This design comes from an exercise in tuning for small area, a short achievable clock period and few clock cycles per item on the open sky130 flow, not from production work. Only simulation tests tie the RTL to the original design; equivalence was not proved. Power and IR drop assume default switching activity.

Design jerk_limited_velocity_ramp, start of the top module:
module jerk_limited_velocity_ramp (
	input  logic                                    clk,
	input  logic                                    arst_n,
	input  logic                                    cfg_we,
	input  logic [jlvr_pkg::CFG_IDX_W-1:0]          cfg_addr,
	input  logic [jlvr_pkg::DATA_W-1:0]             cfg_wdata,
	input  logic                                    in_valid,
	output logic                                    in_ready,
	input  logic signed [jlvr_pkg::DATA_W-1:0]      target_velocity,
	output logic                                    out_valid,
	input  logic                                    out_ready,
	output logic signed [jlvr_pkg::DATA_W-1:0]      velocity_out,
	output logic signed [jlvr_pkg::DATA_W-1:0]      accel_out
);
Size in the first run: about 12000 cells after synthesis.
export LEC_CHECK = 0
export CAP_MARGIN = 30
export CORE_MARGIN = 2
export CORE_UTILIZATION = 60
export SETUP_SLACK_MARGIN = 5.0
export SLEW_MARGIN = 30
create_clock -name core_clock -period 12.5 [get_ports {clk}]
run.sh (not shown) runs the stock make flow with config.mk's settings and CLKGATE_MAP_FILE= SYNTH_SCRIPT=/design/flow/synth_recipe.tcl, a recipe that flattens the netlist after the stock synthesis.
Testbench counts at the start, summed over its fixed seeds: cycles 16,920, items 8,000.
Change:
--- a/flow/design.v
+++ b/flow/design.v
@@ -69,23 +69,22 @@
 	input  logic       clk,
 	input  logic       arst_n,
 	input  logic       restart,
 	input  logic       skip_a,
 	output logic       busy,
 	output logic [1:0] a_sel,    
 	output logic [2:0] b_sel,    
 	output logic [1:0] chunk,
 	output logic       signed_op,
 	output logic       acc_valid,
 	output logic       first,
-	output logic       four_acc,  
 	output logic       last,     
 	output logic [7:0] dest      
 );
 	logic [3:0] op_q;
 	logic [1:0] ch_q;
 	logic       run_q;
 	logic       v2_q;
 	logic [3:0] op2_q;
 	logic [1:0] ch2_q;
 	always_comb begin
 		a_sel     = 2'd0;
@@ -113,32 +112,29 @@
 			4'd2:  dest[3] = 1'b1;
 			4'd3:  dest[4] = 1'b1;
 			4'd4:  dest[6] = 1'b1;
 			4'd5:  dest[0] = 1'b1;
 			4'd6:  dest[1] = 1'b1;
 			4'd7:  dest[2] = 1'b1;
 			4'd8:  dest[5] = 1'b1;
 			4'd9:  dest[7] = 1'b1;
 			default: dest[2] = 1'b1;
 		endcase
 	end
-	logic four_cur;
-	assign four_cur  = (op_q >= 4'd4 && op_q <= 4'd6) || op_q >= 4'd9;
-	assign chunk     = (four_cur ? 2'd3 : 2'd1) - ch_q;
+	assign chunk     = ch_q;
 	assign acc_valid = v2_q;
 	logic four2;
 	logic four_next;
 	assign four2     = (op2_q >= 4'd4 && op2_q <= 4'd6) || op2_q >= 4'd9;
 	assign four_next = (op_q >= 4'd3 && op_q <= 4'd5) || op_q >= 4'd8;
 	assign first     = (ch2_q == (four2 ? 2'd3 : 2'd1));
-	assign four_acc  = four2;
 	assign last      = (ch2_q == 2'd0);
 	assign busy      = run_q || v2_q;
 	always_ff @(posedge clk or negedge arst_n) begin
 		if (!arst_n) begin
 			run_q <= 1'b1;
 			op_q  <= 4'd0;
 			ch_q  <= 2'd1;
 			v2_q  <= 1'b0;
 		end else if (restart) begin
 			run_q <= 1'b1;
 			op_q  <= 4'd0;
@@ -187,22 +183,23 @@
 	logic signed [31:0] vel_q;
 	logic signed [31:0] accel_q;
 	logic               out_valid_q;
 	logic [QW-1:0] x_q;
 	logic [YW-1:0] y_q;
 	logic [ZW-1:0] z_q;
 	logic [QW-1:0] k_q;
 	logic [QW-1:0] m_q;
 	logic [QW-1:0] n_q;
 	logic [LW-1:0] jd_q;
 	logic [LW-1:0] ad_q;
+	logic [AW-1:0] pacc_q;
 	jlvr_cfg u_cfg (
 		.clk       (clk),
 		.arst_n    (arst_n),
 		.cfg_we    (cfg_we),
 		.cfg_addr  (cfg_addr),
 		.cfg_wdata (cfg_wdata),
 		.cfg       (cfg)
 	);
 	logic [30:0] amax;
 	logic [30:0] vmax;
 	logic [30:0] jerk;
@@ -227,39 +224,37 @@
 			nvmax_q <= -$signed({1'b0, cfg_wdata[30:0]});
 		end
 	end
 	logic               snap_q;
 	assign snap_eff  = snap_q;
 	assign accel_eff = snap_eff ? 32'sd0 : accel_q;
 	logic       restart;
 	logic       busy;
 	logic [1:0] a_sel;
 	logic [2:0] b_sel;
 	logic [1:0] chunk;
-	logic       four_acc;
 	logic       signed_op;
 	logic       acc_valid;
 	logic       first;
 	logic       last;
 	logic [7:0] dest;
 	assign restart = cfg_we;
 	jlvr_seq u_seq (
 		.clk       (clk),
 		.arst_n    (arst_n),
 		.restart   (restart),
 		.skip_a    (snap_q),
 		.busy      (busy),
 		.a_sel     (a_sel),
 		.b_sel     (b_sel),
 		.chunk     (chunk),
-		.four_acc  (four_acc),
 		.signed_op (signed_op),
 		.acc_valid (acc_valid),
 		.first     (first),
 		.last      (last),
 		.dest      (dest)
 	);
 	logic        a_neg;
 	logic [31:0] a_negated;
 	logic [30:0] a_mag;
 	logic [30:0] a_mag_q;
 	assign a_neg     = accel_eff[31];
@@ -296,38 +291,33 @@
 		sub2_q <= signed_op && a_neg;
 	end
 	logic [38:0] prod_hi;
 	logic [38:0] prod_lo;
 	jlvr_mul u_mul (
 		.clk     (clk),
 		.a       (mul_a),
 		.b       (mul_b),
 		.prod_hi (prod_hi),
 		.prod_lo (prod_lo)
 	);
-	logic [48:0]   pacc_w;
-	logic [47:0]   pacc_l;
-	logic [48:0]   pacc_wb;
-	logic [48:0]   pp_hi;
-	logic [48:0]   pp_lo;
-	logic [48:0]   pacc_s;
+	logic [AW-1:0] pacc_base;
 	logic [AW-1:0] pacc_d;
-	assign pacc_wb = first ? '0 : {{16{pacc_w[48]}}, pacc_w[48:16]};
-	assign pp_hi   = {2'd0, prod_hi, 8'd0} ^ {49{sub2_q}};
-	assign pp_lo   = {10'd0, prod_lo} ^ {49{sub2_q}};
-	assign pacc_s  = pacc_wb + pp_hi + pp_lo + {47'd0, sub2_q, 1'b0};
-	assign pacc_d  = four_acc ? {pacc_s[46:0], pacc_l} : {{30{pacc_s[48]}}, pacc_s, pacc_l[47:32]};
+	logic [AW-1:0] pp_hi;
+	logic [AW-1:0] pp_lo;
+	assign pacc_base = first ? '0 : (pacc_q << jlvr_pkg::CH_W);
+	assign pp_hi     = (AW'(prod_hi) << 8) ^ {AW{sub2_q}};
+	assign pp_lo     = AW'(prod_lo) ^ {AW{sub2_q}};
+	assign pacc_d    = pacc_base + pp_hi + pp_lo + {{(AW-2){1'b0}}, sub2_q, 1'b0};
 	always_ff @(posedge clk) begin
 		if (acc_valid) begin
-			pacc_w <= pacc_s;
-			pacc_l <= {pacc_s[15:0], pacc_l[47:16]};
+			pacc_q <= pacc_d;
 		end
 	end
 	logic [4:0]         case1_q;     
 	logic               sn_q;        
 	logic accept;
 	logic go;
 	assign in_ready = !tv_q || ph_q;
 	assign accept   = in_valid && in_ready;
 	assign go       = tv_q && !ph_q && !busy && (!out_valid_q || out_ready);
 	logic [QW-1:0] x_eff;
 	logic [YW-1:0] y_eff;
What happened: The changed run completed without violations. Synthesized area went up by 1.4%. Count of clock-buffer cells in the layout fell by 3. Routed wire length climbs by 1.6%. Maximum frequency grows by 5.2%. Final cell count went up by 2.1%. Total power drops by 6.4%. Clock power decreases by 4.8%. Non-clock buffer count decreases by 15.
Testbench counts after the change, summed over its fixed seeds: cycles 16,920, items 8,000.

port drivers added, routing unchanged:
Ports are ideal in the flow. The routed layouts listed here were re-timed in OpenROAD. Step 1 sets driving cells, clkbuf_16 on the clock port and buf_2 on the other inputs (assumed; they add their load-dependent delay and slew). Step 2 times the ports against the registers' clock, not the clock port: input delays grow and output delays shrink by t, the midpoint of the rising clock arrivals with the driver on. Slacks: ideal ports / drivers / drivers and shift; pairs: ideal ports / drivers.
run | t (ns) | setup slack, ns | slew at the worst register clock pin (ns)
the first run | 0.950 | 4.233 / 4.233 / 4.233 | 0.07 / 0.07
the second run | 0.917 | 4.642 / 4.642 / 4.642 | 0.07 / 0.07
After both steps setup and hold are still met in every run listed.
